Context: an optimization exercise on an open-source flow, tuned for small area and a short achievable clock period. The choices shown serve that exercise and are no tape-out recipe. Where RTL was checked, it was by simulation tests only, not by an equivalence proof against the original.

==> wip/umber <==
==> flow/design.v <==
package rs_pkg;
    localparam int PR_WIDTH  = 6;
    localparam int ROB_WIDTH = 5;
    localparam int OP_WIDTH  = 4;
    localparam int AGE_WIDTH = 8;
    localparam int ALU_DEPTH = 4;
    localparam int MUL_DEPTH = 2;
    localparam int DIV_DEPTH = 2;
    localparam int NUM_CDB = 4;
    typedef enum logic [1:0] {
        unit_alu,
        unit_mul,
        unit_div
    } rs_unit_e;
    typedef struct packed {
        rs_unit_e              unit;
        logic [PR_WIDTH-1:0]   ps1;
        logic                  ps1_valid;
        logic [PR_WIDTH-1:0]   ps2;
        logic                  ps2_valid;
        logic [PR_WIDTH-1:0]   pd;
        logic [ROB_WIDTH-1:0]  rob_id;
        logic [OP_WIDTH-1:0]   op;
        logic [AGE_WIDTH-1:0]  age;
    } rs_dispatch_t;
    typedef struct packed {
        logic                  busy;
        logic [PR_WIDTH-1:0]   ps1;
        logic                  ps1_valid;
        logic [PR_WIDTH-1:0]   ps2;
        logic                  ps2_valid;
        logic [PR_WIDTH-1:0]   pd;
        logic [ROB_WIDTH-1:0]  rob_id;
        logic [OP_WIDTH-1:0]   op;
        logic [AGE_WIDTH-1:0]  age;
    } rs_entry_t;
    typedef struct packed {
        logic [PR_WIDTH-1:0]   ps1;
        logic [PR_WIDTH-1:0]   ps2;
        logic [PR_WIDTH-1:0]   pd;
        logic [ROB_WIDTH-1:0]  rob_id;
        logic [OP_WIDTH-1:0]   op;
    } rs_issue_t;
    typedef struct packed {
        logic                  valid;
        logic [PR_WIDTH-1:0]   pd;
    } cdb_t;
endpackage
module rs_wakeup (
    input  logic [5:0]  tag,
    input  logic [3:0]  cdb_valid,
    input  logic [23:0] cdb_pd,
    output logic        hit
);
    always_comb begin
        hit = 1'b0;
        for (int b = 0; b < 4; b++) begin
            hit = hit | (cdb_valid[b] && tag == cdb_pd[6*b +: 6]);
        end
    end
endmodule
module rs_station #(
    parameter int DEPTH        = 4,
    parameter bit OLDEST_FIRST = 1'b1
) (
    input  logic         clk,
    input  logic         kill,         
    input  logic         flush,
    input  logic         write,
    input  logic [5:0]   d_ps1,
    input  logic         d_ps1_rdy,    
    input  logic [5:0]   d_ps2,
    input  logic         d_ps2_rdy,
    input  logic [14:0]  d_rest,       
    input  logic [7:0]   d_age,
    input  logic [3:0]   cdb_valid,
    input  logic [23:0]  cdb_pd,
    input  logic         ready,
    output logic         issue_valid,
    output logic [26:0]  issue,
    output logic         full
);
    logic [DEPTH-1:0]        busy;
    logic [DEPTH-1:0][5:0]   ps1;
    logic [DEPTH-1:0][5:0]   ps2;
    logic [DEPTH-1:0]        v1;
    logic [DEPTH-1:0]        v2;
    logic [DEPTH-1:0][14:0]  rest;
    logic [DEPTH-1:0]        sel;
    logic                    any_rdy;
    logic [DEPTH-1:0]        hit1;
    logic [DEPTH-1:0]        hit2;
    logic [DEPTH-1:0]        alloc;
    logic [DEPTH-1:0]        busy_n;
    logic [DEPTH-1:0]        v1_n;
    logic [DEPTH-1:0]        v2_n;
    logic [DEPTH-1:0]        rdy_n;
    logic [DEPTH-1:0]        sel_n;
    logic [DEPTH*8-1:0]      age;
    logic [DEPTH*DEPTH-1:0]  older;
    logic [DEPTH*DEPTH-1:0]  older_n;
    for (genvar i = 0; i < DEPTH; i++) begin : g_wake
        rs_wakeup i_w1 (.tag(ps1[i]), .cdb_valid(cdb_valid), .cdb_pd(cdb_pd), .hit(hit1[i]));
        rs_wakeup i_w2 (.tag(ps2[i]), .cdb_valid(cdb_valid), .cdb_pd(cdb_pd), .hit(hit2[i]));
    end
    assign full        = &busy;
    assign issue_valid = any_rdy && ready && !flush;
    for (genvar i = 0; i < DEPTH; i++) begin : g_alloc
        if (i == 0) begin : g_first
            assign alloc[i] = !busy[i];
        end else begin : g_rest
            assign alloc[i] = !busy[i] & (&busy[i-1:0]);
        end
    end
    always_comb begin
        if (kill) begin
            busy_n = '0;
        end else begin
            busy_n = (busy & ~(sel & {DEPTH{ready}})) | (alloc & {DEPTH{write}});
        end
        for (int i = 0; i < DEPTH; i++) begin
            v1_n[i] = busy[i] ? (v1[i] | hit1[i]) : d_ps1_rdy;
            v2_n[i] = busy[i] ? (v2[i] | hit2[i]) : d_ps2_rdy;
        end
        rdy_n = busy_n & v1_n & v2_n;
    end
    if (OLDEST_FIRST) begin : g_age
        logic [DEPTH-1:0] beats;
        for (genvar k = 0; k < DEPTH; k++) begin : g_cmp
            logic tie;
            if (k == 0) begin : g_first
                assign tie = 1'b0;
            end else begin : g_rest
                assign tie = !(&busy[k-1:0]);
            end
            rs_age_cmp i_cmp (.a(d_age), .b(age[8*k +: 8]), .tie(tie), .lt(beats[k]));
        end
        for (genvar i = 0; i < DEPTH; i++) begin : g_row
            always_ff @(posedge clk) begin
                if (!busy[i]) begin
                    age[8*i +: 8] <= d_age;
                end
            end
            for (genvar j = i + 1; j < DEPTH; j++) begin : g_pair
                assign older_n[i*DEPTH+j] = !busy[i] ? beats[j] :
                                            !busy[j] ? !beats[i] : older[i*DEPTH+j];
                always_ff @(posedge clk) begin
                    older[i*DEPTH+j] <= older_n[i*DEPTH+j];
                end
            end
        end
        for (genvar i = 0; i < DEPTH; i++) begin : g_sel
            logic [DEPTH-1:0] wins;
            for (genvar j = 0; j < DEPTH; j++) begin : g_w
                if (j < i) begin : g_lo
                    assign wins[j] = !rdy_n[j] | !older_n[j*DEPTH+i];
                end else if (j > i) begin : g_hi
                    assign wins[j] = !rdy_n[j] | older_n[i*DEPTH+j];
                end else begin : g_self
                    assign wins[j] = rdy_n[i];
                end
            end
            assign sel_n[i] = &wins;
        end
    end else begin : g_index
        for (genvar i = 0; i < DEPTH; i++) begin : g_sel
            if (i == 0) begin : g_first
                assign sel_n[i] = rdy_n[i];
            end else begin : g_rest
                assign sel_n[i] = rdy_n[i] & ~|rdy_n[i-1:0];
            end
        end
    end
    always_comb begin
        issue = '0;
        for (int i = 0; i < DEPTH; i++) begin
            issue = issue | ({27{sel[i]}} & {ps1[i], ps2[i], rest[i]});
        end
    end
    always_ff @(posedge clk) begin
        for (int i = 0; i < DEPTH; i++) begin
            if (!busy[i]) begin
                ps1[i]  <= d_ps1;
                ps2[i]  <= d_ps2;
                rest[i] <= d_rest;
            end
        end
        v1      <= v1_n;
        v2      <= v2_n;
        busy    <= busy_n;
        sel     <= sel_n;
        any_rdy <= |rdy_n;
    end
endmodule
module rs_age_cmp (
    input  logic [7:0] a,
    input  logic [7:0] b,
    input  logic       tie,
    output logic       lt
);
    always_comb begin
        lt = tie;
        for (int i = 0; i < 8; i++) begin
            lt = (a[i] ^ b[i]) ? b[i] : lt;
        end
    end
endmodule
module rs_cluster (
    input  logic         clk,
    input  logic         reset,
    input  logic         flush,
    input  logic         dispatch_valid,
    input  logic [1:0]   dispatch_unit,
    input  logic [5:0]   dispatch_ps1,
    input  logic         dispatch_ps1_valid,
    input  logic [5:0]   dispatch_ps2,
    input  logic         dispatch_ps2_valid,
    input  logic [5:0]   dispatch_pd,
    input  logic [4:0]   dispatch_rob_id,
    input  logic [3:0]   dispatch_op,
    input  logic [7:0]   dispatch_age,
    input  logic [3:0]   cdb_valid,
    input  logic [23:0]  cdb_pd,
    input  logic         alu_ready,
    input  logic         mul_ready,
    input  logic         div_ready,
    output logic         alu_issue_valid,
    output logic         mul_issue_valid,
    output logic         div_issue_valid,
    output logic [26:0]  alu_issue,
    output logic [26:0]  mul_issue,
    output logic [26:0]  div_issue,
    output logic         alu_full,
    output logic         mul_full,
    output logic         div_full
);
    logic        kill;
    logic        in_hit1;
    logic        in_hit2;
    logic        d_ps1_rdy;
    logic        d_ps2_rdy;
    logic [14:0] d_rest;
    assign kill   = reset | flush;
    assign d_rest = {dispatch_pd, dispatch_rob_id, dispatch_op};
    rs_wakeup i_in1 (.tag(dispatch_ps1), .cdb_valid(cdb_valid), .cdb_pd(cdb_pd), .hit(in_hit1));
    rs_wakeup i_in2 (.tag(dispatch_ps2), .cdb_valid(cdb_valid), .cdb_pd(cdb_pd), .hit(in_hit2));
    assign d_ps1_rdy = dispatch_ps1_valid | in_hit1;
    assign d_ps2_rdy = dispatch_ps2_valid | in_hit2;
    rs_station #(.DEPTH(4), .OLDEST_FIRST(1'b1)) i_alu_station (
        .clk(clk), .kill(kill), .flush(flush),
        .write(dispatch_valid && dispatch_unit == 2'd0),
        .d_ps1(dispatch_ps1), .d_ps1_rdy(d_ps1_rdy),
        .d_ps2(dispatch_ps2), .d_ps2_rdy(d_ps2_rdy),
        .d_rest(d_rest), .d_age(dispatch_age),
        .cdb_valid(cdb_valid), .cdb_pd(cdb_pd),
        .ready(alu_ready),
        .issue_valid(alu_issue_valid), .issue(alu_issue), .full(alu_full)
    );
    rs_station #(.DEPTH(2), .OLDEST_FIRST(1'b0)) i_mul_station (
        .clk(clk), .kill(kill), .flush(flush),
        .write(dispatch_valid && dispatch_unit == 2'd1),
        .d_ps1(dispatch_ps1), .d_ps1_rdy(d_ps1_rdy),
        .d_ps2(dispatch_ps2), .d_ps2_rdy(d_ps2_rdy),
        .d_rest(d_rest), .d_age(dispatch_age),
        .cdb_valid(cdb_valid), .cdb_pd(cdb_pd),
        .ready(mul_ready),
        .issue_valid(mul_issue_valid), .issue(mul_issue), .full(mul_full)
    );
    rs_station #(.DEPTH(2), .OLDEST_FIRST(1'b0)) i_div_station (
        .clk(clk), .kill(kill), .flush(flush),
        .write(dispatch_valid && dispatch_unit == 2'd2),
        .d_ps1(dispatch_ps1), .d_ps1_rdy(d_ps1_rdy),
        .d_ps2(dispatch_ps2), .d_ps2_rdy(d_ps2_rdy),
        .d_rest(d_rest), .d_age(dispatch_age),
        .cdb_valid(cdb_valid), .cdb_pd(cdb_pd),
        .ready(div_ready),
        .issue_valid(div_issue_valid), .issue(div_issue), .full(div_full)
    );
endmodule
==> flow/flow/run.sh <==
#!/bin/bash
# The standard layout, with plain buf_1 cells as the port buffers, a clock
# tree without dummy loads and the ready/flush/issue_valid ports side by side.
set -euo pipefail
export BUFFER_PORTS_ARGS="-buffer_cell sky130_fd_sc_hd__buf_1"
export CTS_ARGS="-sink_clustering_enable -repair_clock_nets -dont_use_dummy_load -sink_clustering_size 24 -sink_clustering_max_diameter 150 -buf_list {sky130_fd_sc_hd__clkbuf_8 sky130_fd_sc_hd__clkbuf_16}"
export PRE_IO_PLACEMENT_TCL="$(pwd)/flow/io.tcl"
bash standard.sh > standard_flow.log 2>&1
==> flow/flow/io.tcl <==
# Keep the ports of the paths from inputs straight to outputs (unit ready and
# flush to issue_valid) next to each other.
set_io_pin_constraint -group -order -pin_names {alu_issue_valid alu_ready flush mul_ready mul_issue_valid div_ready div_issue_valid}
==> flow/standard.sh <==
#!/bin/bash
# synth_recipe.tcl (not shown) runs the flow's synth.tcl, then flattens the netlist and writes it again
# the make line also repeats each setting of config.mk as NAME=value (left out here)
make -C /OpenROAD-flow-scripts/flow DESIGN_CONFIG=/design/flow/config.mk WORK_HOME=/design/flow/orfs CLKGATE_MAP_FILE= SYNTH_SCRIPT=/design/flow/synth_recipe.tcl "${@:-finish}"
==> flow/config.mk <==
export PLATFORM = sky130hd
export DESIGN_NAME = rs_cluster
export DESIGN_NICKNAME = rs_cluster
export VERILOG_FILES = /design/flow/design.v
export SDC_FILE = /design/flow/constraint.sdc
export NUM_CORES = 4
export LEC_CHECK = 0
export CAP_MARGIN = 20
export CORE_MARGIN = 2
export CORE_UTILIZATION = 75
export PLACE_DENSITY = 0.85
export SETUP_SLACK_MARGIN = 5.0
export SLEW_MARGIN = 20
==> flow/constraint.sdc <==
create_clock -name core_clock -period 9.0 [get_ports {clk}]
set_input_delay 1.8000 -clock core_clock [delete_from_list [all_inputs] [get_ports {clk}]]
set_output_delay 1.8000 -clock core_clock [all_outputs]
set_load 0.01 [all_outputs]
==> wip/tundra: changes against wip/umber <==
--- a/flow/design.v
+++ b/flow/design.v
@@ -118,3 +118,3 @@
         end else begin
-            busy_n = (busy & ~(sel & {DEPTH{ready}})) | (alloc & {DEPTH{write}});
+            busy_n = (busy & ~(sel & {DEPTH{issue_valid}})) | (alloc & {DEPTH{write}});
         end
@@ -127,11 +127,6 @@
     if (OLDEST_FIRST) begin : g_age
-        logic [DEPTH-1:0] beats;
+        logic [DEPTH-1:0] a_lt;
+        logic [DEPTH-1:0] a_gt;
         for (genvar k = 0; k < DEPTH; k++) begin : g_cmp
-            logic tie;
-            if (k == 0) begin : g_first
-                assign tie = 1'b0;
-            end else begin : g_rest
-                assign tie = !(&busy[k-1:0]);
-            end
-            rs_age_cmp i_cmp (.a(d_age), .b(age[8*k +: 8]), .tie(tie), .lt(beats[k]));
+            rs_age_cmp i_cmp (.a(d_age), .b(age[8*k +: 8]), .lt(a_lt[k]), .gt(a_gt[k]));
         end
@@ -144,4 +139,4 @@
             for (genvar j = i + 1; j < DEPTH; j++) begin : g_pair
-                assign older_n[i*DEPTH+j] = !busy[i] ? beats[j] :
-                                            !busy[j] ? !beats[i] : older[i*DEPTH+j];
+                assign older_n[i*DEPTH+j] = !busy[i] ? !a_gt[j] :
+                                            !busy[j] ? !a_lt[i] : older[i*DEPTH+j];
                 always_ff @(posedge clk) begin
@@ -197,9 +192,11 @@
     input  logic [7:0] b,
-    input  logic       tie,
-    output logic       lt
-);
-    always_comb begin
-        lt = tie;
+    output logic       lt,
+    output logic       gt
+);
+    always_comb begin
+        lt = 1'b0;
+        gt = 1'b0;
         for (int i = 0; i < 8; i++) begin
-            lt = (a[i] ^ b[i]) ? b[i] : lt;
+            lt = (!a[i] & b[i]) | (!(a[i] ^ b[i]) & lt);
+            gt = (a[i] & !b[i]) | (!(a[i] ^ b[i]) & gt);
         end
==> flow/flow/run.sh (replaced) <==
#!/bin/bash
# The standard layout, with plain buf_1 cells as the port buffers.
set -euo pipefail
export BUFFER_PORTS_ARGS="-buffer_cell sky130_fd_sc_hd__buf_1"
bash standard.sh > standard_flow.log 2>&1
CORE_UTILIZATION = 40   (was 75)
PLACE_DENSITY = not set   (was 0.85)
SETUP_SLACK_MARGIN = not set   (was 5.0)
removed: flow/flow/io.tcl
==> flow_summary.json <==
{
  "status": "no timing/DRC/antenna violations",
  "grt_util_met2_pct": 37.9,
  "combPwrFrac_pct": 11.1,
  "multi_input_area_share_pct": 40.1,
  "max_stage_delay_ns": 0.33,
  "max_freq_ghz": 0.228,
  "comb-power_uw": 376,
  "dp_slack_ns": 4.56,
  "wl_met2_mm": 24.4,
  "switchingPower_uw": 848,
  "multi_input_area_um2": 7500,
  "nets": 1636,
  "synth-adder-area-share_pct": 3.08,
  "grt_use_met1_pct": 31.1,
  "p_sw_share_pct": 25.0
}
That was wip/tundra.
==> flow_summary.json <==
{
  "status": "no timing/DRC/antenna violations",
  "switchingPower_uw": 682,
  "grt_util_met2_pct": 63.4,
  "synth-adder-area-share_pct": 0.407,
  "comb-power_uw": 364,
  "combPwrFrac_pct": 13.6,
  "wl_met2_mm": 20.8,
  "multi_input_area_share_pct": 41.3,
  "multi_input_area_um2": 7080,
  "dp_slack_ns": 4.63,
  "max_stage_delay_ns": 0.23,
  "grt_use_met1_pct": 52.0,
  "nets": 1549
}
That was wip/umber.
No functional check of the RTL was part of wip/tundra.

[separate check: timing with driven ports]
The flow's constraints put no driver on any port. The routed layouts listed below were extracted and timed again, unchanged, in two steps. Step 1 sets driving cells, clkbuf_16 on the clock port and buf_2 on the other inputs (assumed; they add their load-dependent delay and slew). Step 2 moves the port delays by t, midway between the first and last clock arrival at a register: inputs arrive t later, outputs are due t later. That takes back most of the time a late clock gives input paths. Slacks: ideal / step 1 / step 2; pairs: ideal / step 1.
run	t, ns	slack for setup (ns)	worst hold slack (ns)	cell pins on the clock port's net
wip/umber	0.514	4.932 / 4.886 / 4.548	0.580 / 0.580 / 0.580	1
wip/tundra	0.577	4.608 / 4.584 / 4.584	0.580 / 0.580 / 0.580	1
After both steps every run listed still meets setup and hold. For wip/umber, which loses most, drivers alone change the setup slack by -0.046 ns; drivers and shift together by -0.384 ns.
